Context: an optimization exercise on an open-source flow, tuned for small area, a short achievable clock period and few clock cycles per item. The choices shown serve that exercise and are no tape-out recipe.
Only simulation tests tie the RTL to the original design; equivalence was not proved.

==> flow/design.v (outline; a module is shown in full before it is edited, if it fits) <==
// module bctm_mac_unit: 151 lines
// module bctm_phase_bank: 232 lines
// module bctm_sine_rom: 1143 lines
// module binaural_chord_tone_mixer_unit: 317 lines
module binaural_chord_tone_mixer_unit
(
   input  logic                clock,
   input  logic                reset,
   input  logic                req_valid,
   output logic                req_stall,
   input  logic [32:0]         req_payload,   
   output logic                rsp_valid,
   input  logic                rsp_stall,
   output logic [31:0]         rsp_payload,   
   input  logic                csr_wr_en,
   input  logic [1:0]          csr_index,
   input  logic [9:0]          csr_wr_data
);
  // ...
==> flow/run.sh <==
#!/bin/bash
# synth_recipe.tcl (not shown) runs the flow's synth.tcl, then flattens the netlist and writes it again
# the make line also repeats each setting of config.mk as NAME=value (left out here)
make -C /OpenROAD-flow-scripts/flow DESIGN_CONFIG=/design/flow/config.mk WORK_HOME=/design/flow/orfs CLKGATE_MAP_FILE= SYNTH_SCRIPT=/design/flow/synth_recipe.tcl finish
==> flow/config.mk <==
export PLATFORM = sky130hd
export DESIGN_NAME = binaural_chord_tone_mixer_unit
export DESIGN_NICKNAME = binaural_chord_tone_mixer_unit
export VERILOG_FILES = /design/flow/design.v
export SDC_FILE = /design/flow/constraint.sdc
export NUM_CORES = 4
export LEC_CHECK = 0
export CAP_MARGIN = 20
export CORE_MARGIN = 2
export CORE_UTILIZATION = 30
export SLEW_MARGIN = 20
export SYNTH_MEMORY_MAX_BITS = 32768
==> flow/constraint.sdc <==
create_clock -name core_clock -period 10.0 [get_ports {clock}]
set_input_delay 2.0000 -clock core_clock [delete_from_list [all_inputs] [get_ports {clock}]]
set_output_delay 2.0000 -clock core_clock [all_outputs]
set_load 0.01 [all_outputs]
==> run summary, run 1 <==
outcome=complete, no violations; Clock Sinks=approximately 2.4k; tap cells=5497; Crit path max-delay family=adder cells; startpoint types=register; Synth top cells by count=edfxtp_1, nor2_1, inv_1, a22oi_1, nand2_1; share of the core filled with cells=34.2%; CTS Root Cell=clkbuf_16; setup tns final=0 ns; Post-DRT Antenna Nets=0; main combinational cell family by area after synthesis=compound AO/OA/AOI/OAI gates; R2R Setup Slk=0.86 ns; top post-synthesis cells by area=edfxtp_1, fa_1, ha_1, a22oi_1, dfxtp_1; multi-input combinational area share=34.6%; CP max stage delay=around 0.57 ns; Hold Crit Class=register to register; fin crit period=9.14 ns; Die X=651 um; filler cell count=40.8k; Seq/total area=50.4%; worst path required time=10.66 ns; r2r endpoint=u_mac_unit.acc_ff[30]$_DFFE_PP_; Post-CTS Hold Buffers=0; FF-to-FF Start=river_gain_ff[2]$_SDFFE_PP0P_; row cnt=237
Testbench counts, summed over its fixed seeds: cycles 40,614, frames 1,152.
==> module bctm_mac_unit, before the edit <==
module bctm_mac_unit
(
   input  logic              clock,
   input  logic [32:0]       cmd_bits,   
   output logic [15:0]       quot
);
   localparam int NUM_CHORDS = 12;
   localparam int NUM_TONES  = 88;
   localparam int TONE_AW    = 7;
   localparam int CHORD_W    = 4;
   localparam int GAIN_W     = 10;
   localparam int SAMPLE_W   = 16;
   localparam int COUNT_W    = 4;
   localparam int MHZ_W      = 20;
   localparam int RG10_W     = 14;
   localparam int PROD_W     = 31;
   localparam int ACC_W      = 32;
   localparam int QUOT_W     = 16;
   localparam int RECIP_W      = 30;
   localparam int RECIP_SHIFT  = 42;
   localparam int RECIP_PROD_W = 59;
   localparam logic [CHORD_W-1:0] MAX_CHORD = 4'd11;
   localparam logic signed [ACC_W-1:0] MIX_BIAS    = 32'sd335221755;
   localparam logic signed [ACC_W-1:0] DIV_LIMIT   = 32'sd670433280;   
   localparam logic signed [ACC_W-1:0] DIV_MAX_REM = 32'sd670433279;
   localparam logic [RECIP_W-1:0] RECIP_M = 30'd859833141;   
   localparam logic [1:0] CSR_RIVER_GAIN   = 2'd0;
   localparam logic [1:0] CSR_TONE_GAIN    = 2'd1;
   localparam logic [1:0] CSR_CHORD_SELECT = 2'd2;
   typedef logic [2:0] alu_op_type;
   localparam logic [2:0] ALU_NOP   = 3'd0;
   localparam logic [2:0] ALU_CLEAR = 3'd1;
   localparam logic [2:0] ALU_MAC   = 3'd2;
   localparam logic [2:0] ALU_BIAS  = 3'd3;
   localparam logic [2:0] ALU_CLAMP = 3'd4;
   localparam logic [2:0] ALU_RECIP = 3'd5;
   typedef struct packed {
      alu_op_type                   op;
      logic signed [SAMPLE_W-1:0]   a;
      logic        [RG10_W-1:0]     b;
   } alu_cmd_type;
   typedef struct packed {
      logic                rd_en;
      logic                adv_en;
      logic [TONE_AW-1:0]  addr;
   } phase_cmd_type;
   typedef struct packed {
      logic signed [SAMPLE_W-1:0] river_left;
      logic signed [SAMPLE_W-1:0] river_right;
      logic                       river_present;
   } req_payload_type;
   typedef struct packed {
      logic signed [SAMPLE_W-1:0] left_out;
      logic signed [SAMPLE_W-1:0] right_out;
   } rsp_payload_type;
   function automatic logic [COUNT_W-1:0] LEFT_COUNT(input logic [CHORD_W-1:0] ch);
      case (ch)
         4'd0: LEFT_COUNT = 4'd1;
         4'd1: LEFT_COUNT = 4'd1;
         4'd2: LEFT_COUNT = 4'd1;
         4'd3: LEFT_COUNT = 4'd1;
         4'd4: LEFT_COUNT = 4'd6;
         4'd5: LEFT_COUNT = 4'd8;
         4'd6: LEFT_COUNT = 4'd3;
         4'd7: LEFT_COUNT = 4'd2;
         4'd8: LEFT_COUNT = 4'd7;
         4'd9: LEFT_COUNT = 4'd6;
         4'd10: LEFT_COUNT = 4'd6;
         4'd11: LEFT_COUNT = 4'd2;
         default: LEFT_COUNT = '0;
      endcase
   endfunction
   function automatic logic [COUNT_W-1:0] RIGHT_COUNT(input logic [CHORD_W-1:0] ch);
      case (ch)
         4'd0: RIGHT_COUNT = 4'd1;
         4'd1: RIGHT_COUNT = 4'd1;
         4'd2: RIGHT_COUNT = 4'd1;
         4'd3: RIGHT_COUNT = 4'd1;
         4'd4: RIGHT_COUNT = 4'd6;
         4'd5: RIGHT_COUNT = 4'd8;
         4'd6: RIGHT_COUNT = 4'd3;
         4'd7: RIGHT_COUNT = 4'd2;
         4'd8: RIGHT_COUNT = 4'd7;
         4'd9: RIGHT_COUNT = 4'd6;
         4'd10: RIGHT_COUNT = 4'd6;
         4'd11: RIGHT_COUNT = 4'd2;
         default: RIGHT_COUNT = '0;
      endcase
   endfunction
   function automatic logic [TONE_AW-1:0] CHORD_BASE(input logic [CHORD_W-1:0] ch);
      case (ch)
         4'd0: CHORD_BASE = 7'd0;
         4'd1: CHORD_BASE = 7'd2;
         4'd2: CHORD_BASE = 7'd4;
         4'd3: CHORD_BASE = 7'd6;
         4'd4: CHORD_BASE = 7'd8;
         4'd5: CHORD_BASE = 7'd20;
         4'd6: CHORD_BASE = 7'd36;
         4'd7: CHORD_BASE = 7'd42;
         4'd8: CHORD_BASE = 7'd46;
         4'd9: CHORD_BASE = 7'd60;
         4'd10: CHORD_BASE = 7'd72;
         4'd11: CHORD_BASE = 7'd84;
         default: CHORD_BASE = '0;
      endcase
   endfunction
   alu_cmd_type cmd;
   assign cmd = cmd_bits;
   logic signed [ACC_W-1:0]        acc_ff;
   logic signed [ACC_W-1:0]        acc_in;
   logic        [QUOT_W-1:0]       quot_ff;
   logic        [QUOT_W-1:0]       quot_in;
   logic signed [PROD_W-1:0]       prod;
   logic        [RECIP_PROD_W-1:0] recip_prod;
   assign prod       = cmd.a * $signed({1'b0, cmd.b});
   assign recip_prod = RECIP_PROD_W'(acc_ff[ACC_W-3:1]) * RECIP_PROD_W'(RECIP_M);
   always_comb begin
      acc_in  = acc_ff;
      quot_in = quot_ff;
      case (cmd.op)
         ALU_CLEAR: begin
            acc_in = '0;
         end
         ALU_MAC: begin
            acc_in = acc_ff + ACC_W'(prod);
         end
         ALU_BIAS: begin
            acc_in = acc_ff + MIX_BIAS;
         end
         ALU_CLAMP: begin
            if (acc_ff[ACC_W-1]) begin
               acc_in = '0;
            end else if (acc_ff >= DIV_LIMIT) begin
               acc_in = DIV_MAX_REM;
            end
         end
         ALU_RECIP: begin
            quot_in = recip_prod[RECIP_SHIFT +: QUOT_W];
         end
         default: begin
            acc_in  = acc_ff;
            quot_in = quot_ff;
         end
      endcase
   end
   always_ff @(posedge clock) begin
      acc_ff  <= acc_in;
      quot_ff <= quot_in;
   end
   assign quot = quot_ff;
endmodule
==> module bctm_phase_bank, before the edit <==
module bctm_phase_bank
#(
   parameter int SAMPLE_RATE = 44100,
   parameter int PHASE_BITS  = 24
) (
   input  logic                  clock,
   input  logic                  reset,
   input  logic [8:0]            cmd_bits,   
   output logic [PHASE_BITS-1:0] phase
);
   localparam int NUM_CHORDS = 12;
   localparam int NUM_TONES  = 88;
   localparam int TONE_AW    = 7;
   localparam int CHORD_W    = 4;
   localparam int GAIN_W     = 10;
   localparam int SAMPLE_W   = 16;
   localparam int COUNT_W    = 4;
   localparam int MHZ_W      = 20;
   localparam int RG10_W     = 14;
   localparam int PROD_W     = 31;
   localparam int ACC_W      = 32;
   localparam int QUOT_W     = 16;
   localparam int RECIP_W      = 30;
   localparam int RECIP_SHIFT  = 42;
   localparam int RECIP_PROD_W = 59;
   localparam logic [CHORD_W-1:0] MAX_CHORD = 4'd11;
   localparam logic signed [ACC_W-1:0] MIX_BIAS    = 32'sd335221755;
   localparam logic signed [ACC_W-1:0] DIV_LIMIT   = 32'sd670433280;   
   localparam logic signed [ACC_W-1:0] DIV_MAX_REM = 32'sd670433279;
   localparam logic [RECIP_W-1:0] RECIP_M = 30'd859833141;   
   localparam logic [1:0] CSR_RIVER_GAIN   = 2'd0;
   localparam logic [1:0] CSR_TONE_GAIN    = 2'd1;
   localparam logic [1:0] CSR_CHORD_SELECT = 2'd2;
   typedef logic [2:0] alu_op_type;
   localparam logic [2:0] ALU_NOP   = 3'd0;
   localparam logic [2:0] ALU_CLEAR = 3'd1;
   localparam logic [2:0] ALU_MAC   = 3'd2;
   localparam logic [2:0] ALU_BIAS  = 3'd3;
   localparam logic [2:0] ALU_CLAMP = 3'd4;
   localparam logic [2:0] ALU_RECIP = 3'd5;
   typedef struct packed {
      alu_op_type                   op;
      logic signed [SAMPLE_W-1:0]   a;
      logic        [RG10_W-1:0]     b;
   } alu_cmd_type;
   typedef struct packed {
      logic                rd_en;
      logic                adv_en;
      logic [TONE_AW-1:0]  addr;
   } phase_cmd_type;
   typedef struct packed {
      logic signed [SAMPLE_W-1:0] river_left;
      logic signed [SAMPLE_W-1:0] river_right;
      logic                       river_present;
   } req_payload_type;
   typedef struct packed {
      logic signed [SAMPLE_W-1:0] left_out;
      logic signed [SAMPLE_W-1:0] right_out;
   } rsp_payload_type;
   function automatic logic [COUNT_W-1:0] LEFT_COUNT(input logic [CHORD_W-1:0] ch);
      case (ch)
         4'd0: LEFT_COUNT = 4'd1;
         4'd1: LEFT_COUNT = 4'd1;
         4'd2: LEFT_COUNT = 4'd1;
         4'd3: LEFT_COUNT = 4'd1;
         4'd4: LEFT_COUNT = 4'd6;
         4'd5: LEFT_COUNT = 4'd8;
         4'd6: LEFT_COUNT = 4'd3;
         4'd7: LEFT_COUNT = 4'd2;
         4'd8: LEFT_COUNT = 4'd7;
         4'd9: LEFT_COUNT = 4'd6;
         4'd10: LEFT_COUNT = 4'd6;
         4'd11: LEFT_COUNT = 4'd2;
         default: LEFT_COUNT = '0;
      endcase
   endfunction
   function automatic logic [COUNT_W-1:0] RIGHT_COUNT(input logic [CHORD_W-1:0] ch);
      case (ch)
         4'd0: RIGHT_COUNT = 4'd1;
         4'd1: RIGHT_COUNT = 4'd1;
         4'd2: RIGHT_COUNT = 4'd1;
         4'd3: RIGHT_COUNT = 4'd1;
         4'd4: RIGHT_COUNT = 4'd6;
         4'd5: RIGHT_COUNT = 4'd8;
         4'd6: RIGHT_COUNT = 4'd3;
         4'd7: RIGHT_COUNT = 4'd2;
         4'd8: RIGHT_COUNT = 4'd7;
         4'd9: RIGHT_COUNT = 4'd6;
         4'd10: RIGHT_COUNT = 4'd6;
         4'd11: RIGHT_COUNT = 4'd2;
         default: RIGHT_COUNT = '0;
      endcase
   endfunction
   function automatic logic [TONE_AW-1:0] CHORD_BASE(input logic [CHORD_W-1:0] ch);
      case (ch)
         4'd0: CHORD_BASE = 7'd0;
         4'd1: CHORD_BASE = 7'd2;
         4'd2: CHORD_BASE = 7'd4;
         4'd3: CHORD_BASE = 7'd6;
         4'd4: CHORD_BASE = 7'd8;
         4'd5: CHORD_BASE = 7'd20;
         4'd6: CHORD_BASE = 7'd36;
         4'd7: CHORD_BASE = 7'd42;
         4'd8: CHORD_BASE = 7'd46;
         4'd9: CHORD_BASE = 7'd60;
         4'd10: CHORD_BASE = 7'd72;
         4'd11: CHORD_BASE = 7'd84;
         default: CHORD_BASE = '0;
      endcase
   endfunction
   phase_cmd_type cmd;
   assign cmd = cmd_bits;
   function automatic logic [23:0] inc_lut(input logic [TONE_AW-1:0] k);
      case (k)
         7'd0: inc_lut = 24'h01bdd3;
         7'd1: inc_lut = 24'h01ccaf;
         7'd2: inc_lut = 24'h01bdd3;
         7'd3: inc_lut = 24'h01d59a;
         7'd4: inc_lut = 24'h00dee9;
         7'd5: inc_lut = 24'h00e1e2;
         7'd6: inc_lut = 24'h00dee9;
         7'd7: inc_lut = 24'h00e7d4;
         7'd8: inc_lut = 24'h008312;
         7'd9: inc_lut = 24'h010625;
         7'd10: inc_lut = 24'h028f5c;
         7'd11: inc_lut = 24'h03126f;
         7'd12: inc_lut = 24'h041893;
         7'd13: inc_lut = 24'h051eb8;
         7'd14: inc_lut = 24'h008c6f;
         7'd15: inc_lut = 24'h01108c;
         7'd16: inc_lut = 24'h02b00e;
         7'd17: inc_lut = 24'h03700e;
         7'd18: inc_lut = 24'h04809a;
         7'd19: inc_lut = 24'h055a2a;
         7'd20: inc_lut = 24'h019483;
         7'd21: inc_lut = 24'h01ed61;
         7'd22: inc_lut = 24'h027216;
         7'd23: inc_lut = 24'h01ae12;
         7'd24: inc_lut = 24'h022222;
         7'd25: inc_lut = 24'h0290d9;
         7'd26: inc_lut = 24'h01b76f;
         7'd27: inc_lut = 24'h026847;
         7'd28: inc_lut = 24'h01a0e4;
         7'd29: inc_lut = 24'h01f950;
         7'd30: inc_lut = 24'h027d46;
         7'd31: inc_lut = 24'h01b9b5;
         7'd32: inc_lut = 24'h022d07;
         7'd33: inc_lut = 24'h029c7b;
         7'd34: inc_lut = 24'h01c312;
         7'd35: inc_lut = 24'h0273ea;
         7'd36: inc_lut = 24'h00a378;
         7'd37: inc_lut = 24'h017385;
         7'd38: inc_lut = 24'h02526e;
         7'd39: inc_lut = 24'h00af1b;
         7'd40: inc_lut = 24'h01918f;
         7'd41: inc_lut = 24'h028ae7;
         7'd42: inc_lut = 24'h0093dd;
         7'd43: inc_lut = 24'h012d3a;
         7'd44: inc_lut = 24'h009618;
         7'd45: inc_lut = 24'h012f75;
         7'd46: inc_lut = 24'h00949c;
         7'd47: inc_lut = 24'h012937;
         7'd48: inc_lut = 24'h017385;
         7'd49: inc_lut = 24'h01bdd3;
         7'd50: inc_lut = 24'h02526e;
         7'd51: inc_lut = 24'h02e70a;
         7'd52: inc_lut = 24'h037ba5;
         7'd53: inc_lut = 24'h0096d6;
         7'd54: inc_lut = 24'h012f29;
         7'd55: inc_lut = 24'h017977;
         7'd56: inc_lut = 24'h01c3c4;
         7'd57: inc_lut = 24'h02614b;
         7'd58: inc_lut = 24'h02f60c;
         7'd59: inc_lut = 24'h0382c8;
         7'd60: inc_lut = 24'h004a4e;
         7'd61: inc_lut = 24'h02526e;
         7'd62: inc_lut = 24'h02eb7f;
         7'd63: inc_lut = 24'h037ba5;
         7'd64: inc_lut = 24'h045a8f;
         7'd65: inc_lut = 24'h053978;
         7'd66: inc_lut = 24'h004b7e;
         7'd67: inc_lut = 24'h025860;
         7'd68: inc_lut = 24'h02f1bd;
         7'd69: inc_lut = 24'h038197;
         7'd70: inc_lut = 24'h046081;
         7'd71: inc_lut = 24'h053f6a;
         7'd72: inc_lut = 24'h012937;
         7'd73: inc_lut = 24'h017385;
         7'd74: inc_lut = 24'h01bdd3;
         7'd75: inc_lut = 24'h037ba5;
         7'd76: inc_lut = 24'h045a8f;
         7'd77: inc_lut = 24'h053978;
         7'd78: inc_lut = 24'h012f29;
         7'd79: inc_lut = 24'h017977;
         7'd80: inc_lut = 24'h01c3c4;
         7'd81: inc_lut = 24'h0393b9;
         7'd82: inc_lut = 24'h047230;
         7'd83: inc_lut = 24'h05518b;
         7'd84: inc_lut = 24'h01c9b6;
         7'd85: inc_lut = 24'h02e70a;
         7'd86: inc_lut = 24'h01de84;
         7'd87: inc_lut = 24'h02fd54;
         default: inc_lut = 24'h000000;
      endcase
   endfunction
   logic [PHASE_BITS-1:0] mem [NUM_TONES];
   logic [NUM_TONES-1:0]  valid_ff;
   logic [PHASE_BITS-1:0] rd_ff;
   logic                  rd_valid_ff;
   assign phase = rd_valid_ff ? rd_ff : '0;
   always_ff @(posedge clock) begin
      if (cmd.rd_en) begin
         rd_ff <= mem[cmd.addr];
      end
      if (cmd.adv_en) begin
         mem[cmd.addr] <= phase + PHASE_BITS'(inc_lut(cmd.addr));
      end
   end
   always_ff @(posedge clock) begin
      if (reset) begin
         valid_ff    <= '0;
         rd_valid_ff <= 1'b0;
      end else begin
         if (cmd.adv_en) begin
            valid_ff[cmd.addr] <= 1'b1;
         end
         if (cmd.rd_en) begin
            rd_valid_ff <= valid_ff[cmd.addr];
         end
      end
   end
endmodule
==> inputs of run 2 (changes only) <==
==> flow/design.v (replaced) <==
   localparam logic [3:0] MAX_CHORD = 4'd11;
   localparam logic signed [31:0] MIX_BIAS  = 32'sd335221755;
   localparam logic signed [31:0] DIV_LIMIT = 32'sd670433280;   
   localparam logic [1:0] CSR_RIVER_GAIN   = 2'd0;
   localparam logic [1:0] CSR_TONE_GAIN    = 2'd1;
   localparam logic [1:0] CSR_CHORD_SELECT = 2'd2;
   localparam logic [35:0] TONES_M1_TAB = {3'd1, 3'd5, 3'd5, 3'd6, 3'd1, 3'd2,
                                           3'd7, 3'd5, 3'd0, 3'd0, 3'd0, 3'd0};
module bctm_mac_unit
(
   input  logic signed [18:0] tone_sum,
   input  logic        [17:0] tg_digits,    
   input  logic signed [15:0] x,
   input  logic        [23:0] rg_digits,    
   output logic signed [31:0] w
);
   localparam logic [3:0] MAX_CHORD = 4'd11;
   localparam logic signed [31:0] MIX_BIAS  = 32'sd335221755;
   localparam logic signed [31:0] DIV_LIMIT = 32'sd670433280;   
   localparam logic [1:0] CSR_RIVER_GAIN   = 2'd0;
   localparam logic [1:0] CSR_TONE_GAIN    = 2'd1;
   localparam logic [1:0] CSR_CHORD_SELECT = 2'd2;
   localparam logic [35:0] TONES_M1_TAB = {3'd1, 3'd5, 3'd5, 3'd6, 3'd1, 3'd2,
                                           3'd7, 3'd5, 3'd0, 3'd0, 3'd0, 3'd0};
   localparam logic [31:0] KT = 32'd1365  << 19;    
   localparam logic [31:0] KR = 32'd21845 << 16;    
   localparam logic [31:0] K  = MIX_BIAS - KT - KR;
   logic [31:0] rows [14];
   logic [31:0] negs_t, negs_r;
   always_comb begin
      negs_t = 32'd0;
      negs_r = 32'd0;
      for (int i = 0; i < 6; i++) begin
         logic [19:0] m;
         logic [19:0] r;
         m = ({20{tg_digits[3*i]}} & {tone_sum[18], tone_sum}) |
             ({20{tg_digits[3*i+1]}} & {tone_sum, 1'b0});
         r = m ^ {20{tg_digits[3*i+2]}};
         rows[i] = 32'({~r[19], r[18:0]}) << (2 * i);
         negs_t[2*i] = tg_digits[3*i+2];
      end
      for (int i = 0; i < 8; i++) begin
         logic [16:0] m;
         logic [16:0] r;
         m = ({17{rg_digits[3*i]}} & {x[15], x}) |
             ({17{rg_digits[3*i+1]}} & {x, 1'b0});
         r = m ^ {17{rg_digits[3*i+2]}};
         rows[6+i] = 32'({~r[16], r[15:0]}) << (2 * i);
         negs_r[2*i] = rg_digits[3*i+2];
      end
   end
   always_comb begin
      w = K + negs_t + negs_r;
      for (int i = 0; i < 14; i++) begin
         w = w + rows[i];
      end
   end
endmodule
module bctm_booth_enc
#(
   parameter int W = 10,
   parameter int D = 6
) (
   input  logic [W-1:0]   y,
   output logic [3*D-1:0] digits
);
   logic [2*D:0] t;    
   assign t = (2*D+1)'({y, 1'b0});
   always_comb begin
      for (int i = 0; i < D; i++) begin
         digits[3*i]   = t[2*i+1] ^ t[2*i];
         digits[3*i+1] = (t[2*i+2] & ~t[2*i+1] & ~t[2*i]) | (~t[2*i+2] & t[2*i+1] & t[2*i]);
         digits[3*i+2] = t[2*i+2];
      end
   end
endmodule
module bctm_div_step1
(
   input  logic signed [31:0] w,
   output logic               low,     
   output logic               high,    
   output logic [36:0]        z
);
   localparam logic [3:0] MAX_CHORD = 4'd11;
   localparam logic signed [31:0] MIX_BIAS  = 32'sd335221755;
   localparam logic signed [31:0] DIV_LIMIT = 32'sd670433280;   
   localparam logic [1:0] CSR_RIVER_GAIN   = 2'd0;
   localparam logic [1:0] CSR_TONE_GAIN    = 2'd1;
   localparam logic [1:0] CSR_CHORD_SELECT = 2'd2;
   localparam logic [35:0] TONES_M1_TAB = {3'd1, 3'd5, 3'd5, 3'd6, 3'd1, 3'd2,
                                           3'd7, 3'd5, 3'd0, 3'd0, 3'd0, 3'd0};
   logic [36:0] wc;
   assign wc   = {7'd0, w[29:0]};
   assign low  = w[31];
   assign high = !w[31] && (w >= DIV_LIMIT);
   assign z    = wc + (wc << 2) + (wc << 3) + (wc << 6) + (wc << 7);
endmodule
module bctm_div_step2
(
   input  logic        low,
   input  logic        high,
   input  logic [36:0] z,
   output logic [15:0] result
);
   logic [15:0] a;
   logic [21:0] t;
   logic [15:0] q;
   assign a = z[36:21];
   assign t = {5'd0, a, 1'b0} + {1'b0, z[20:0]} + 22'd2;
   always_comb begin
      if (low) begin
         q = 16'd0;
      end else if (high) begin
         q = 16'hffff;
      end else begin
         q = a + {15'd0, t[21]};
      end
   end
   assign result = {~q[15], q[14:0]};
endmodule
module bctm_inc_rom
#(
   parameter bit RIGHT = 1'b0
) (
   input  logic [3:0]  chord,
   input  logic [2:0]  tone,
   output logic [29:0] digits     
);
   function automatic logic [18:0] inc_left(input logic [6:0] k);
      case (k)
         {4'd0, 3'd0}: inc_left = 19'h1bdd3;
         {4'd1, 3'd0}: inc_left = 19'h1bdd3;
         {4'd2, 3'd0}: inc_left = 19'h0dee9;
         {4'd3, 3'd0}: inc_left = 19'h0dee9;
         {4'd4, 3'd0}: inc_left = 19'h08312;
         {4'd4, 3'd1}: inc_left = 19'h10625;
         {4'd4, 3'd2}: inc_left = 19'h28f5c;
         {4'd4, 3'd3}: inc_left = 19'h3126f;
         {4'd4, 3'd4}: inc_left = 19'h41893;
         {4'd4, 3'd5}: inc_left = 19'h51eb8;
         {4'd5, 3'd0}: inc_left = 19'h19483;
         {4'd5, 3'd1}: inc_left = 19'h1ed61;
         {4'd5, 3'd2}: inc_left = 19'h27216;
         {4'd5, 3'd3}: inc_left = 19'h1ae12;
         {4'd5, 3'd4}: inc_left = 19'h22222;
         {4'd5, 3'd5}: inc_left = 19'h290d9;
         {4'd5, 3'd6}: inc_left = 19'h1b76f;
         {4'd5, 3'd7}: inc_left = 19'h26847;
         {4'd6, 3'd0}: inc_left = 19'h0a378;
         {4'd6, 3'd1}: inc_left = 19'h17385;
         {4'd6, 3'd2}: inc_left = 19'h2526e;
         {4'd7, 3'd0}: inc_left = 19'h093dd;
         {4'd7, 3'd1}: inc_left = 19'h12d3a;
         {4'd8, 3'd0}: inc_left = 19'h0949c;
         {4'd8, 3'd1}: inc_left = 19'h12937;
         {4'd8, 3'd2}: inc_left = 19'h17385;
         {4'd8, 3'd3}: inc_left = 19'h1bdd3;
         {4'd8, 3'd4}: inc_left = 19'h2526e;
         {4'd8, 3'd5}: inc_left = 19'h2e70a;
         {4'd8, 3'd6}: inc_left = 19'h37ba5;
         {4'd9, 3'd0}: inc_left = 19'h04a4e;
         {4'd9, 3'd1}: inc_left = 19'h2526e;
         {4'd9, 3'd2}: inc_left = 19'h2eb7f;
         {4'd9, 3'd3}: inc_left = 19'h37ba5;
         {4'd9, 3'd4}: inc_left = 19'h45a8f;
         {4'd9, 3'd5}: inc_left = 19'h53978;
         {4'd10, 3'd0}: inc_left = 19'h12937;
         {4'd10, 3'd1}: inc_left = 19'h17385;
         {4'd10, 3'd2}: inc_left = 19'h1bdd3;
         {4'd10, 3'd3}: inc_left = 19'h37ba5;
         {4'd10, 3'd4}: inc_left = 19'h45a8f;
         {4'd10, 3'd5}: inc_left = 19'h53978;
         {4'd11, 3'd0}: inc_left = 19'h1c9b6;
         {4'd11, 3'd1}: inc_left = 19'h2e70a;
         default: inc_left = 19'd0;
      endcase
   endfunction
   function automatic logic [18:0] inc_right(input logic [6:0] k);
      case (k)
         {4'd0, 3'd0}: inc_right = 19'h1ccaf;
         {4'd1, 3'd0}: inc_right = 19'h1d59a;
         {4'd2, 3'd0}: inc_right = 19'h0e1e2;
         {4'd3, 3'd0}: inc_right = 19'h0e7d4;
         {4'd4, 3'd0}: inc_right = 19'h08c6f;
         {4'd4, 3'd1}: inc_right = 19'h1108c;
         {4'd4, 3'd2}: inc_right = 19'h2b00e;
         {4'd4, 3'd3}: inc_right = 19'h3700e;
         {4'd4, 3'd4}: inc_right = 19'h4809a;
         {4'd4, 3'd5}: inc_right = 19'h55a2a;
         {4'd5, 3'd0}: inc_right = 19'h1a0e4;
         {4'd5, 3'd1}: inc_right = 19'h1f950;
         {4'd5, 3'd2}: inc_right = 19'h27d46;
         {4'd5, 3'd3}: inc_right = 19'h1b9b5;
         {4'd5, 3'd4}: inc_right = 19'h22d07;
         {4'd5, 3'd5}: inc_right = 19'h29c7b;
         {4'd5, 3'd6}: inc_right = 19'h1c312;
         {4'd5, 3'd7}: inc_right = 19'h273ea;
         {4'd6, 3'd0}: inc_right = 19'h0af1b;
         {4'd6, 3'd1}: inc_right = 19'h1918f;
         {4'd6, 3'd2}: inc_right = 19'h28ae7;
         {4'd7, 3'd0}: inc_right = 19'h09618;
         {4'd7, 3'd1}: inc_right = 19'h12f75;
         {4'd8, 3'd0}: inc_right = 19'h096d6;
         {4'd8, 3'd1}: inc_right = 19'h12f29;
         {4'd8, 3'd2}: inc_right = 19'h17977;
         {4'd8, 3'd3}: inc_right = 19'h1c3c4;
         {4'd8, 3'd4}: inc_right = 19'h2614b;
         {4'd8, 3'd5}: inc_right = 19'h2f60c;
         {4'd8, 3'd6}: inc_right = 19'h382c8;
         {4'd9, 3'd0}: inc_right = 19'h04b7e;
         {4'd9, 3'd1}: inc_right = 19'h25860;
         {4'd9, 3'd2}: inc_right = 19'h2f1bd;
         {4'd9, 3'd3}: inc_right = 19'h38197;
         {4'd9, 3'd4}: inc_right = 19'h46081;
         {4'd9, 3'd5}: inc_right = 19'h53f6a;
         {4'd10, 3'd0}: inc_right = 19'h12f29;
         {4'd10, 3'd1}: inc_right = 19'h17977;
         {4'd10, 3'd2}: inc_right = 19'h1c3c4;
         {4'd10, 3'd3}: inc_right = 19'h393b9;
         {4'd10, 3'd4}: inc_right = 19'h47230;
         {4'd10, 3'd5}: inc_right = 19'h5518b;
         {4'd11, 3'd0}: inc_right = 19'h1de84;
         {4'd11, 3'd1}: inc_right = 19'h2fd54;
         default: inc_right = 19'd0;
      endcase
   endfunction
   logic [21:0] y;    
   assign y = {2'b00, (RIGHT ? inc_right({chord, tone}) : inc_left({chord, tone})), 1'b0};
   always_comb begin
      for (int i = 0; i < 10; i++) begin
         digits[3*i]   = y[2*i+1] ^ y[2*i];
         digits[3*i+1] = (y[2*i+2] & ~y[2*i+1] & ~y[2*i]) | (~y[2*i+2] & y[2*i+1] & y[2*i]);
         digits[3*i+2] = y[2*i+2];
      end
   end
endmodule
module bctm_phase_bank
(
   input  logic [29:0] digits,
   input  logic [23:0] count,
   output logic [9:0]  phase_hi
);
   logic [23:0] rows [10];
   logic [23:0] negs;
   logic [23:0] phase;
   always_comb begin
      negs = 24'd0;
      for (int i = 0; i < 10; i++) begin
         logic [23:0] m;
         m = ({24{digits[3*i]}} & count) | ({24{digits[3*i+1]}} & {count[22:0], 1'b0});
         rows[i] = (m ^ {24{digits[3*i+2]}}) << (2 * i);
         negs[2*i] = digits[3*i+2];
      end
   end
   always_comb begin
      phase = negs;
      for (int i = 0; i < 10; i++) begin
         phase = phase + rows[i];
      end
   end
   assign phase_hi = phase[23:14];
endmodule
module bctm_sine_rom
(
   input  logic [9:0]  addr,
   output logic [14:0] mag,      
   output logic        neg       
);
   function automatic logic [14:0] quarter(input logic [7:0] u);
      case (u)
         8'd0: quarter = 15'd0;
         8'd1: quarter = 15'd201;
         8'd2: quarter = 15'd402;
         8'd3: quarter = 15'd603;
         8'd4: quarter = 15'd804;
         8'd5: quarter = 15'd1005;
         8'd6: quarter = 15'd1206;
         8'd7: quarter = 15'd1407;
         8'd8: quarter = 15'd1608;
         8'd9: quarter = 15'd1809;
         8'd10: quarter = 15'd2009;
         8'd11: quarter = 15'd2210;
         8'd12: quarter = 15'd2411;
         8'd13: quarter = 15'd2611;
         8'd14: quarter = 15'd2811;
         8'd15: quarter = 15'd3012;
         8'd16: quarter = 15'd3212;
         8'd17: quarter = 15'd3412;
         8'd18: quarter = 15'd3612;
         8'd19: quarter = 15'd3812;
         8'd20: quarter = 15'd4011;
         8'd21: quarter = 15'd4211;
         8'd22: quarter = 15'd4410;
         8'd23: quarter = 15'd4609;
         8'd24: quarter = 15'd4808;
         8'd25: quarter = 15'd5007;
         8'd26: quarter = 15'd5206;
         8'd27: quarter = 15'd5404;
         8'd28: quarter = 15'd5602;
         8'd29: quarter = 15'd5800;
         8'd30: quarter = 15'd5998;
         8'd31: quarter = 15'd6196;
         8'd32: quarter = 15'd6393;
         8'd33: quarter = 15'd6590;
         8'd34: quarter = 15'd6787;
         8'd35: quarter = 15'd6984;
         8'd36: quarter = 15'd7180;
         8'd37: quarter = 15'd7376;
         8'd38: quarter = 15'd7572;
         8'd39: quarter = 15'd7767;
         8'd40: quarter = 15'd7962;
         8'd41: quarter = 15'd8157;
         8'd42: quarter = 15'd8352;
         8'd43: quarter = 15'd8546;
         8'd44: quarter = 15'd8740;
         8'd45: quarter = 15'd8934;
         8'd46: quarter = 15'd9127;
         8'd47: quarter = 15'd9320;
         8'd48: quarter = 15'd9513;
         8'd49: quarter = 15'd9705;
         8'd50: quarter = 15'd9897;
         8'd51: quarter = 15'd10089;
         8'd52: quarter = 15'd10280;
         8'd53: quarter = 15'd10471;
         8'd54: quarter = 15'd10661;
         8'd55: quarter = 15'd10851;
         8'd56: quarter = 15'd11041;
         8'd57: quarter = 15'd11230;
         8'd58: quarter = 15'd11418;
         8'd59: quarter = 15'd11607;
         8'd60: quarter = 15'd11795;
         8'd61: quarter = 15'd11982;
         8'd62: quarter = 15'd12169;
         8'd63: quarter = 15'd12356;
         8'd64: quarter = 15'd12542;
         8'd65: quarter = 15'd12727;
         8'd66: quarter = 15'd12912;
         8'd67: quarter = 15'd13097;
         8'd68: quarter = 15'd13281;
         8'd69: quarter = 15'd13465;
         8'd70: quarter = 15'd13648;
         8'd71: quarter = 15'd13831;
         8'd72: quarter = 15'd14013;
         8'd73: quarter = 15'd14194;
         8'd74: quarter = 15'd14375;
         8'd75: quarter = 15'd14556;
         8'd76: quarter = 15'd14736;
         8'd77: quarter = 15'd14915;
         8'd78: quarter = 15'd15094;
         8'd79: quarter = 15'd15273;
         8'd80: quarter = 15'd15450;
         8'd81: quarter = 15'd15627;
         8'd82: quarter = 15'd15804;
         8'd83: quarter = 15'd15980;
         8'd84: quarter = 15'd16155;
         8'd85: quarter = 15'd16330;
         8'd86: quarter = 15'd16504;
         8'd87: quarter = 15'd16678;
         8'd88: quarter = 15'd16851;
         8'd89: quarter = 15'd17023;
         8'd90: quarter = 15'd17195;
         8'd91: quarter = 15'd17365;
         8'd92: quarter = 15'd17536;
         8'd93: quarter = 15'd17705;
         8'd94: quarter = 15'd17874;
         8'd95: quarter = 15'd18043;
         8'd96: quarter = 15'd18210;
         8'd97: quarter = 15'd18377;
         8'd98: quarter = 15'd18544;
         8'd99: quarter = 15'd18709;
         8'd100: quarter = 15'd18874;
         8'd101: quarter = 15'd19038;
         8'd102: quarter = 15'd19202;
         8'd103: quarter = 15'd19365;
         8'd104: quarter = 15'd19527;
         8'd105: quarter = 15'd19688;
         8'd106: quarter = 15'd19848;
         8'd107: quarter = 15'd20008;
         8'd108: quarter = 15'd20167;
         8'd109: quarter = 15'd20325;
         8'd110: quarter = 15'd20483;
         8'd111: quarter = 15'd20640;
         8'd112: quarter = 15'd20796;
         8'd113: quarter = 15'd20951;
         8'd114: quarter = 15'd21105;
         8'd115: quarter = 15'd21259;
         8'd116: quarter = 15'd21412;
         8'd117: quarter = 15'd21564;
         8'd118: quarter = 15'd21715;
         8'd119: quarter = 15'd21865;
         8'd120: quarter = 15'd22015;
         8'd121: quarter = 15'd22163;
         8'd122: quarter = 15'd22311;
         8'd123: quarter = 15'd22458;
         8'd124: quarter = 15'd22604;
         8'd125: quarter = 15'd22750;
         8'd126: quarter = 15'd22894;
         8'd127: quarter = 15'd23038;
         8'd128: quarter = 15'd23180;
         8'd129: quarter = 15'd23322;
         8'd130: quarter = 15'd23463;
         8'd131: quarter = 15'd23603;
         8'd132: quarter = 15'd23743;
         8'd133: quarter = 15'd23881;
         8'd134: quarter = 15'd24018;
         8'd135: quarter = 15'd24155;
         8'd136: quarter = 15'd24290;
         8'd137: quarter = 15'd24425;
         8'd138: quarter = 15'd24559;
         8'd139: quarter = 15'd24692;
         8'd140: quarter = 15'd24824;
         8'd141: quarter = 15'd24955;
         8'd142: quarter = 15'd25085;
         8'd143: quarter = 15'd25214;
         8'd144: quarter = 15'd25342;
         8'd145: quarter = 15'd25469;
         8'd146: quarter = 15'd25595;
         8'd147: quarter = 15'd25720;
         8'd148: quarter = 15'd25845;
         8'd149: quarter = 15'd25968;
         8'd150: quarter = 15'd26090;
         8'd151: quarter = 15'd26212;
         8'd152: quarter = 15'd26332;
         8'd153: quarter = 15'd26451;
         8'd154: quarter = 15'd26570;
         8'd155: quarter = 15'd26687;
         8'd156: quarter = 15'd26803;
         8'd157: quarter = 15'd26919;
         8'd158: quarter = 15'd27033;
         8'd159: quarter = 15'd27146;
         8'd160: quarter = 15'd27258;
         8'd161: quarter = 15'd27370;
         8'd162: quarter = 15'd27480;
         8'd163: quarter = 15'd27589;
         8'd164: quarter = 15'd27697;
         8'd165: quarter = 15'd27804;
         8'd166: quarter = 15'd27910;
         8'd167: quarter = 15'd28015;
         8'd168: quarter = 15'd28119;
         8'd169: quarter = 15'd28222;
         8'd170: quarter = 15'd28324;
         8'd171: quarter = 15'd28424;
         8'd172: quarter = 15'd28524;
         8'd173: quarter = 15'd28622;
         8'd174: quarter = 15'd28720;
         8'd175: quarter = 15'd28816;
         8'd176: quarter = 15'd28912;
         8'd177: quarter = 15'd29006;
         8'd178: quarter = 15'd29099;
         8'd179: quarter = 15'd29191;
         8'd180: quarter = 15'd29282;
         8'd181: quarter = 15'd29371;
         8'd182: quarter = 15'd29460;
         8'd183: quarter = 15'd29548;
         8'd184: quarter = 15'd29634;
         8'd185: quarter = 15'd29719;
         8'd186: quarter = 15'd29804;
         8'd187: quarter = 15'd29887;
         8'd188: quarter = 15'd29969;
         8'd189: quarter = 15'd30049;
         8'd190: quarter = 15'd30129;
         8'd191: quarter = 15'd30208;
         8'd192: quarter = 15'd30285;
         8'd193: quarter = 15'd30361;
         8'd194: quarter = 15'd30436;
         8'd195: quarter = 15'd30510;
         8'd196: quarter = 15'd30583;
         8'd197: quarter = 15'd30655;
         8'd198: quarter = 15'd30725;
         8'd199: quarter = 15'd30795;
         8'd200: quarter = 15'd30863;
         8'd201: quarter = 15'd30930;
         8'd202: quarter = 15'd30995;
         8'd203: quarter = 15'd31060;
         8'd204: quarter = 15'd31124;
         8'd205: quarter = 15'd31186;
         8'd206: quarter = 15'd31247;
         8'd207: quarter = 15'd31307;
         8'd208: quarter = 15'd31366;
         8'd209: quarter = 15'd31423;
         8'd210: quarter = 15'd31480;
         8'd211: quarter = 15'd31535;
         8'd212: quarter = 15'd31589;
         8'd213: quarter = 15'd31642;
         8'd214: quarter = 15'd31693;
         8'd215: quarter = 15'd31744;
         8'd216: quarter = 15'd31793;
         8'd217: quarter = 15'd31841;
         8'd218: quarter = 15'd31888;
         8'd219: quarter = 15'd31933;
         8'd220: quarter = 15'd31978;
         8'd221: quarter = 15'd32021;
         8'd222: quarter = 15'd32063;
         8'd223: quarter = 15'd32104;
         8'd224: quarter = 15'd32144;
         8'd225: quarter = 15'd32182;
         8'd226: quarter = 15'd32219;
         8'd227: quarter = 15'd32255;
         8'd228: quarter = 15'd32290;
         8'd229: quarter = 15'd32323;
         8'd230: quarter = 15'd32356;
         8'd231: quarter = 15'd32387;
         8'd232: quarter = 15'd32417;
         8'd233: quarter = 15'd32445;
         8'd234: quarter = 15'd32473;
         8'd235: quarter = 15'd32499;
         8'd236: quarter = 15'd32524;
         8'd237: quarter = 15'd32548;
         8'd238: quarter = 15'd32570;
         8'd239: quarter = 15'd32592;
         8'd240: quarter = 15'd32612;
         8'd241: quarter = 15'd32631;
         8'd242: quarter = 15'd32648;
         8'd243: quarter = 15'd32665;
         8'd244: quarter = 15'd32680;
         8'd245: quarter = 15'd32694;
         8'd246: quarter = 15'd32707;
         8'd247: quarter = 15'd32719;
         8'd248: quarter = 15'd32729;
         8'd249: quarter = 15'd32738;
         8'd250: quarter = 15'd32746;
         8'd251: quarter = 15'd32753;
         8'd252: quarter = 15'd32758;
         8'd253: quarter = 15'd32763;
         8'd254: quarter = 15'd32766;
         8'd255: quarter = 15'd32767;
         default: quarter = 15'd0;
      endcase
   endfunction
   logic [7:0] u;
   assign u   = addr[8] ? (8'd0 - addr[7:0]) : addr[7:0];
   assign mag = (addr[8] && addr[7:0] == 8'd0) ? 15'd32767 : quarter(u);
   assign neg = addr[9];
endmodule
module binaural_chord_tone_mixer_unit
(
   input  logic                clock,
   input  logic                reset,
   input  logic                req_valid,
   output logic                req_stall,
   input  logic [32:0]         req_payload,   
   output logic                rsp_valid,
   input  logic                rsp_stall,
   output logic [31:0]         rsp_payload,   
   input  logic                csr_wr_en,
   input  logic [1:0]          csr_index,
   input  logic [9:0]          csr_wr_data
);
   localparam logic [3:0] MAX_CHORD = 4'd11;
   localparam logic signed [31:0] MIX_BIAS  = 32'sd335221755;
   localparam logic signed [31:0] DIV_LIMIT = 32'sd670433280;   
   localparam logic [1:0] CSR_RIVER_GAIN   = 2'd0;
   localparam logic [1:0] CSR_TONE_GAIN    = 2'd1;
   localparam logic [1:0] CSR_CHORD_SELECT = 2'd2;
   localparam logic [35:0] TONES_M1_TAB = {3'd1, 3'd5, 3'd5, 3'd6, 3'd1, 3'd2,
                                           3'd7, 3'd5, 3'd0, 3'd0, 3'd0, 3'd0};
   localparam int OUT_DEPTH = 4;
   localparam int QW = $clog2(OUT_DEPTH);
   localparam int OW = $clog2(OUT_DEPTH + 1);
   logic [17:0] tg_digits_ff;
   logic [23:0] rg_digits_ff;
   logic [3:0]  chord_ff;
   logic [17:0] tg_digits_wr;
   logic [23:0] rg_digits_wr;
   logic [13:0] rg10_wr;
   assign rg10_wr = {1'b0, csr_wr_data, 3'b000} + {3'b000, csr_wr_data, 1'b0};
   bctm_booth_enc #(.W(10), .D(6)) u_tg_enc (.y (csr_wr_data), .digits (tg_digits_wr));
   bctm_booth_enc #(.W(14), .D(8)) u_rg_enc (.y (rg10_wr), .digits (rg_digits_wr));
   localparam logic [17:0] TG_RESET = 18'o160000;
   localparam logic [23:0] RG_RESET = 24'o01100000;
   always_ff @(posedge clock) begin
      if (reset) begin
         rg_digits_ff <= RG_RESET;
         tg_digits_ff <= TG_RESET;
         chord_ff     <= 4'd0;
      end else if (csr_wr_en) begin
         case (csr_index)
            CSR_RIVER_GAIN:   rg_digits_ff <= rg_digits_wr;
            CSR_TONE_GAIN:    tg_digits_ff <= tg_digits_wr;
            CSR_CHORD_SELECT: chord_ff     <= (csr_wr_data[3:0] > MAX_CHORD) ? MAX_CHORD : csr_wr_data[3:0];
            default: begin
            end
         endcase
      end
   end
   logic          ready_ff;         
   logic          busy_ff;
   logic [2:0]    cyc_ff;
   logic [2:0]    tones_m1_ff;
   logic [2:0]    cycles_m1_ff;
   logic [3:0]    seq_chord_ff;
   logic [23:0]   count_ff;
   logic          cnt_wr_ff;        
   logic [31:0]   seq_x_ff;         
   logic [29:0]   dig_l_ff, dig_r_ff;
   logic [OW-1:0] outstanding_ff;
   logic [23:0]   cnt_mem [12];
   logic [11:0]   cnt_vld_ff;
   logic          load;
   logic          seq_last;
   logic          busy_nx;
   logic [2:0]    cyc_nx;
   logic [2:0]    cycles_m1_nx;
   logic          deliver;
   logic [OW-1:0] outstanding_nx;
   logic [2:0]    chord_tones_m1;
   logic [2:0]    chord_cycles_m1;
   logic [3:0]    rom_chord;
   logic [2:0]    rom_tone;
   logic [29:0]   dig_l, dig_r;
   assign load      = req_valid && ready_ff;
   assign seq_last  = (cyc_ff == cycles_m1_ff);
   assign req_stall = !ready_ff;
   assign chord_tones_m1  = TONES_M1_TAB[3*chord_ff +: 3];
   assign chord_cycles_m1 = (chord_tones_m1 == 3'd0) ? 3'd1 : chord_tones_m1;
   always_comb begin
      busy_nx      = busy_ff;
      cyc_nx       = cyc_ff;
      cycles_m1_nx = cycles_m1_ff;
      if (load) begin
         busy_nx      = 1'b1;
         cyc_nx       = 3'd0;
         cycles_m1_nx = chord_cycles_m1;
      end else if (busy_ff) begin
         busy_nx = !seq_last;
         cyc_nx  = cyc_ff + 3'd1;
      end
      outstanding_nx = outstanding_ff + OW'(load) - OW'(deliver);
   end
   always_ff @(posedge clock) begin
      if (reset) begin
         ready_ff       <= 1'b1;
         busy_ff        <= 1'b0;
         cyc_ff         <= 3'd0;
         cycles_m1_ff   <= 3'd1;
         cnt_wr_ff      <= 1'b0;
         outstanding_ff <= '0;
         cnt_vld_ff     <= 12'd0;
      end else begin
         busy_ff        <= busy_nx;
         cyc_ff         <= cyc_nx;
         cycles_m1_ff   <= cycles_m1_nx;
         cnt_wr_ff      <= load;
         outstanding_ff <= outstanding_nx;
         ready_ff       <= (!busy_nx || cyc_nx == cycles_m1_nx) && (outstanding_nx < OW'(OUT_DEPTH));
         if (cnt_wr_ff) begin
            cnt_vld_ff[seq_chord_ff] <= 1'b1;
         end
      end
   end
   assign rom_chord = ready_ff ? chord_ff : seq_chord_ff;
   assign rom_tone  = ready_ff ? 3'd0 : cyc_ff + 3'd1;
   bctm_inc_rom #(.RIGHT(1'b0)) u_inc_l (.chord (rom_chord), .tone (rom_tone), .digits (dig_l));
   bctm_inc_rom #(.RIGHT(1'b1)) u_inc_r (.chord (rom_chord), .tone (rom_tone), .digits (dig_r));
   always_ff @(posedge clock) begin
      if (ready_ff) begin
         seq_chord_ff <= chord_ff;
         tones_m1_ff  <= chord_tones_m1;
         count_ff     <= cnt_vld_ff[chord_ff] ? cnt_mem[chord_ff] : 24'd0;
         seq_x_ff     <= req_payload[0] ? req_payload[32:1] : 32'd0;
      end
      dig_l_ff <= dig_l;
      dig_r_ff <= dig_r;
      if (cnt_wr_ff) begin
         cnt_mem[seq_chord_ff] <= count_ff + 24'd1;
      end
   end
   logic        t1_v_ff, t1_first_ff, t1_last_ff;
   logic [9:0]  ph_l_ff, ph_r_ff;
   logic [9:0]  ph_l, ph_r;
   logic [31:0] t1_x_ff;
   logic        issue, issue_last;
   assign issue      = busy_ff && (cyc_ff <= tones_m1_ff);
   assign issue_last = busy_ff && (cyc_ff == tones_m1_ff);
   bctm_phase_bank u_phase_l (.digits (dig_l_ff), .count (count_ff), .phase_hi (ph_l));
   bctm_phase_bank u_phase_r (.digits (dig_r_ff), .count (count_ff), .phase_hi (ph_r));
   always_ff @(posedge clock) begin
      if (reset) begin
         t1_v_ff <= 1'b0;
      end else begin
         t1_v_ff <= issue;
      end
      t1_first_ff <= (cyc_ff == 3'd0);
      t1_last_ff  <= issue_last;
      ph_l_ff     <= ph_l;
      ph_r_ff     <= ph_r;
      if (issue_last) begin
         t1_x_ff <= seq_x_ff;
      end
   end
   logic [14:0]        mag_l, mag_r;
   logic               neg_l, neg_r;
   logic signed [18:0] acc_l_ff, acc_r_ff;
   logic signed [18:0] sum_l, sum_r;
   bctm_sine_rom u_sine_l (.addr (ph_l_ff), .mag (mag_l), .neg (neg_l));
   bctm_sine_rom u_sine_r (.addr (ph_r_ff), .mag (mag_r), .neg (neg_r));
   assign sum_l = (t1_first_ff ? 19'sd0 : acc_l_ff) + {{4{neg_l}}, mag_l ^ {15{neg_l}}} + 19'(neg_l);
   assign sum_r = (t1_first_ff ? 19'sd0 : acc_r_ff) + {{4{neg_r}}, mag_r ^ {15{neg_r}}} + 19'(neg_r);
   logic               right_pend_ff;
   logic signed [18:0] m_s_ff;
   logic signed [15:0] m_x_ff;
   logic               p1_v_ff, p1_right_ff;
   logic signed [31:0] w;
   logic signed [31:0] w_ff;
   logic               p2_v_ff, p2_right_ff;
   logic               p3_v_ff, p3_right_ff;
   logic               low, high, low_ff, high_ff;
   logic [36:0]        z, z_ff;
   logic               left_done;
   assign left_done = t1_v_ff && t1_last_ff;
   always_ff @(posedge clock) begin
      acc_l_ff <= sum_l;
      if (t1_v_ff) begin
         acc_r_ff <= sum_r;
      end
      if (left_done) begin
         m_s_ff <= sum_l;
         m_x_ff <= t1_x_ff[31:16];
      end else begin
         m_s_ff <= acc_r_ff;
         m_x_ff <= t1_x_ff[15:0];
      end
   end
   bctm_mac_unit u_mac (
      .tone_sum (m_s_ff), .tg_digits (tg_digits_ff), .x (m_x_ff),
      .rg_digits (rg_digits_ff), .w (w));
   bctm_div_step1 u_div1 (.w (w_ff), .low (low), .high (high), .z (z));
   always_ff @(posedge clock) begin
      if (reset) begin
         right_pend_ff <= 1'b0;
         p1_v_ff       <= 1'b0;
         p2_v_ff       <= 1'b0;
         p3_v_ff       <= 1'b0;
      end else begin
         right_pend_ff <= left_done;
         p1_v_ff       <= left_done || right_pend_ff;
         p2_v_ff       <= p1_v_ff;
         p3_v_ff       <= p2_v_ff;
      end
      p1_right_ff <= right_pend_ff;
      w_ff        <= w;
      p2_right_ff <= p1_right_ff;
      p3_right_ff <= p2_right_ff;
      low_ff      <= low;
      high_ff     <= high;
      z_ff        <= z;
   end
   logic [15:0]   result;
   logic [31:0]   out_q [OUT_DEPTH];
   logic [QW-1:0] wp_ff, rp_ff;
   logic [OW-1:0] full_cnt_ff;
   logic          rsp_valid_ff;
   logic          push;
   logic [OW-1:0] full_cnt_nx;
   bctm_div_step2 u_div2 (.low (low_ff), .high (high_ff), .z (z_ff), .result (result));
   assign push        = p3_v_ff && p3_right_ff;
   assign deliver     = rsp_valid_ff && !rsp_stall;
   assign full_cnt_nx = full_cnt_ff + OW'(push) - OW'(deliver);
   always_ff @(posedge clock) begin
      if (reset) begin
         wp_ff        <= '0;
         rp_ff        <= '0;
         full_cnt_ff  <= '0;
         rsp_valid_ff <= 1'b0;
      end else begin
         if (push) begin
            wp_ff <= (wp_ff == QW'(OUT_DEPTH - 1)) ? '0 : wp_ff + 1'b1;
         end
         if (deliver) begin
            rp_ff <= (rp_ff == QW'(OUT_DEPTH - 1)) ? '0 : rp_ff + 1'b1;
         end
         full_cnt_ff  <= full_cnt_nx;
         rsp_valid_ff <= (full_cnt_nx != '0);
      end
      if (p3_v_ff) begin
         if (p3_right_ff) begin
            out_q[wp_ff][15:0] <= result;
         end else begin
            out_q[wp_ff][31:16] <= result;
         end
      end
   end
   assign rsp_valid   = rsp_valid_ff;
   assign rsp_payload = out_q[rp_ff];
endmodule
==> flow/config.mk (replaced) <==
export PLATFORM = sky130hd
export DESIGN_NAME = binaural_chord_tone_mixer_unit
export DESIGN_NICKNAME = binaural_chord_tone_mixer_unit
export VERILOG_FILES = /design/flow/design.v
export SDC_FILE = /design/flow/constraint.sdc
export NUM_CORES = 4
export LEC_CHECK = 0
export CAP_MARGIN = 20
export CORE_MARGIN = 2
export CORE_UTILIZATION = 45
export SETUP_SLACK_MARGIN = 4.5
export SLEW_MARGIN = 20
export SYNTH_MEMORY_MAX_BITS = 32768
==> run summary, run 2 <==
CP endpoint kind=register (unchanged); Die Y=397 um (was 651 um); met1 Track Usage GR=38.5% (was 30.7%); clock skew=0.0527 ns (was 0.126 ns); # IOs=84 (unchanged); startpoint types=register (unchanged); Synth top cells by count=inv_1, edfxtp_1, xnor2_1, nor2_1, nand2_1 (was edfxtp_1, nor2_1, inv_1, a22oi_1, nand2_1); Post-Route WL=235 mm (was 502 mm); Starting Density=45.2% (was 30.1%); Place WS=2.55 ns (was 0.925 ns); Core Region=154000 sq um (was 417000 sq um); global routing's busiest layer=met2 (unchanged); Ys Warns=11 (was 4); largest area contributor in the netlist=edfxtp_1 (unchanged); CP Max Fanout=20 (was 12); Rel. slew slack=25.1% (was 16.1%); max FFs per register=288 (was 2112); Yosys top cell area share=22.7% (was 54.2%); synthesized flop and latch total=811 (was 2448); outcome=complete, no violations (unchanged); setup repair after global routing missed its margin=yes (was no); P&R area growth vs syn=17.3% (was 13.3%); EDFF count, synth=526 (was 2265); Syn Nets=8115 (was 11.2k); Post-Synthesis Cell Area=69600 sq um (was 126000 sq um); first-pass GRT wire length=351 mm (was 700 mm); Iter 0 DRT Violations=7103 (was 11.7k); top post-synthesis cells by area=edfxtp_1, fa_1, dfxtp_1, ha_1, xnor2_1 (was edfxtp_1, fa_1, ha_1, a22oi_1, dfxtp_1); layout cells sized above 1=18.2% (was 9.91%); most frequent cells in the layout=inv_1, edfxtp_1, xnor2_1, nand2_1, a22oi_1 (was edfxtp_1, inv_1, a22oi_1, nand2_1, nor2_1); Post-CTS Hold Buffers=0 (unchanged); Synth async-reset ratio=0% (unchanged); most frequent cell after synthesis=inv_1 (was edfxtp_1); DR pass1 iterations=9 (was 12); most common cell after layout, fill and taps aside=inv_1 (was edfxtp_1); met3 usage=5.26% (was 5.44%); biggest regs=cnt_mem x288, out_q x128, z_ff x36 (was u_phase_bank.mem x2112, u_phase_bank.valid_ff x88, req_ff x33); clk slew on worst S/H paths=0.06 ns (about the same); CTS buffer count=87 (was 245); count of different cell masters after synthesis=99 (was 94); CTS tree=yes (unchanged); pin count of the biggest net entering global routing=77 (was 105); vias in the first global route=56.9k (was 88.7k); worst slew pin tran=1.12 ns (was 1.25 ns); Peak Freq=0.163 GHz (was 0.109 GHz); GR Layer Usage met2=45.0% (was 34.7%); worst path required time=10.63 ns (was 10.66 ns); clock latency (worst-skew pair)=0.73 ns (was 0.98 ns); CP Class=register to register (unchanged); CP arrival=6.76 ns (was 9.80 ns); GPL Wtd Cong=1.01 (was 1.05); endpoints failing hold=0 (unchanged); share of the core filled with cells=53.1% (was 34.2%); initial antenna violation count=4 (was 31); Pins Over Slew Limit=0 (unchanged); drt via density=6.20 (was 5.84); worst setup margin=3.87 ns (was 0.863 ns); Final nets=8214 (was 11.2k); Die X=397 um (was 651 um); Hold Crit Class=register to register (unchanged); period utilisation layout=61.3% (was 91.4%); dominant synthesized flop cell=edfxtp_1 (unchanged); Reg with most FFs=cnt_mem (was u_phase_bank.mem); Tot GR Track Use=28.7% (was 22.8%); maximum root-to-sink buffer count=3 (was 4); WL/cell=25.0 um (was 31.5 um); Post-DRT Antenna Nets=0 (unchanged); IO Port Bufs=83 (unchanged); total grt overflow=0 (unchanged); # Max-Cap Violations=0 (unchanged); setup tns final=0 ns (unchanged); final setup fails=0 (unchanged); Die ar.=158000 sq um (was 424000 sq um); Mean Syn Cell Area=9.70 sq um (was 12.3 sq um); CTS Root Cell=clkbuf_16 (unchanged); Via Count=58.2k (was 93.1k); DP Wirelength=154 mm (was 323 mm); row cnt=144 (was 237); H-tree depth=3 (was 4); sequential share of the synthesized area=30.9% (was 57.1%); fin crit period=6.13 ns (was 9.14 ns); drt drc=0 (unchanged); Post-Syn Instances=7181 (was 10.2k); Clock Sinks=811 (was 2448)
run 2: per-layer routing:
metal  part of all wire (%)  wire [um]  up-vias
met5                  0.018         42        -
met4                    5.4      12600        6
met1                     40      94700    28600
li1                       -          -    25600
met2                     45     106000     3179
met3                    9.2      21700      778
run 2: through the flow:
| step | hold slack, ns | std cells | cell area (sq um) |
|---|---|---|---|
| after floorplan | 0.310 | 7181 | 70200 |
| after global placement | 0.312 | 8876 | 72300 |
| after global routing | 0.345 | 9399 | 81700 |
| after detailed placement | 0.312 | 8876 | 72300 |
| after CTS | 0.327 | 9259 | 79100 |
| final | 0.327 | 9401 | 81700 |
run 2: cell type report:
type                       instances  area [sq um]
antenna                            2          5.00
clock buffer                     112          2400
clock inverter                    52           604
fill                           13800         72200
inverter                         565          2220
multi-input combinational       5236         46500
sequential                       811         21800
tap                             2044          2560
timing repair buffer             575          5580
timing repair inverter             4          40.0
run 2: critical path, stage by stage (launching register included):
cell and delay [ns]:
dfxtp_4 0.53, a22oi_1 0.14, xnor2_1 0.17, fa_1 0.56
fa_1 0.47, fa_1 0.51, inv_1 0.05, fa_1 0.49
inv_1 0.06, fa_1 0.47, ha_4 0.31, ha_4 0.19
a21o_1 0.16, a21oi_2 0.17, o21bai_1 0.10, a21oi_2 0.15
o21bai_1 0.11, a211oi_2 0.26, or3_4 0.21, a31oi_4 0.08
a41o_1 0.22, o31a_1 0.26, o21a_1 0.18, nor2_2 0.09
xnor2_1 0.14
run 2: logic make-up after synthesis:
group                      count (synthesis)  synth area share (%)
AOI/OAI and AO/OA                       1869                  17.9
and+or+nand+nor                         1503                  9.77
buffers and inverters                   1136                  6.20
adders and majority gates                884                  20.8
DFF                                      811                  30.9
xor gates and xnor gates                 774                  9.79
muxes                                    204                  4.68
run 2: worst paths after layout:
path | from | end | slack, ns | depth (start not counted)
min | p2_right_ff$_DFF_P_ | p3_right_ff$_DFF_P_ | 0.33 | 0
max | tg_digits_ff[10]$_SDFFE_PP0P_ | w_ff[31]$_DFF_P_ | 3.87 | 24
max reg2reg | tg_digits_ff[10]$_SDFFE_PP0P_ | w_ff[31]$_DFF_P_ | 3.87 | 24
min reg2reg | p2_right_ff$_DFF_P_ | p3_right_ff$_DFF_P_ | 0.33 | 0
run 2: what timing repair did:
item	in CTS	in global routing
endpoints found under the setup margin	105	70
endpoints found under the hold margin	0	0
gates resized for setup	471	318
buffers inserted	208	127
pin swaps	112	199
gates cloned	11	13
Testbench counts of run 2, summed over its fixed seeds: cycles 5,346, frames 1,152.

what the ideal ports hide:
The flow's constraints put no driver on any port. The routed layouts listed below were extracted and timed again, unchanged, in two steps.
Step 1, drivers: a clkbuf_16 drives clock and a buf_2 each remaining input, both assumed.
Step 2 times the ports against the registers' clock, not the clock port: input delays grow and output delays shrink by t, the midpoint of the rising clock arrivals with the driver on.
Three values: ideal, step 1, step 2; two values: the first two.
run | t, ns | slack for setup (ns) | worst hold slack (ns) | worst setup path at the end
run 1 | 1.027 | 0.863 / 0.863 / 0.863 | 0.419 / 0.419 / 0.419 | register to register
run 2 | 0.794 | 3.873 / 3.873 / 3.873 | 0.327 / 0.327 / 0.327 | register to register
After both steps setup and hold are still met in every run listed.
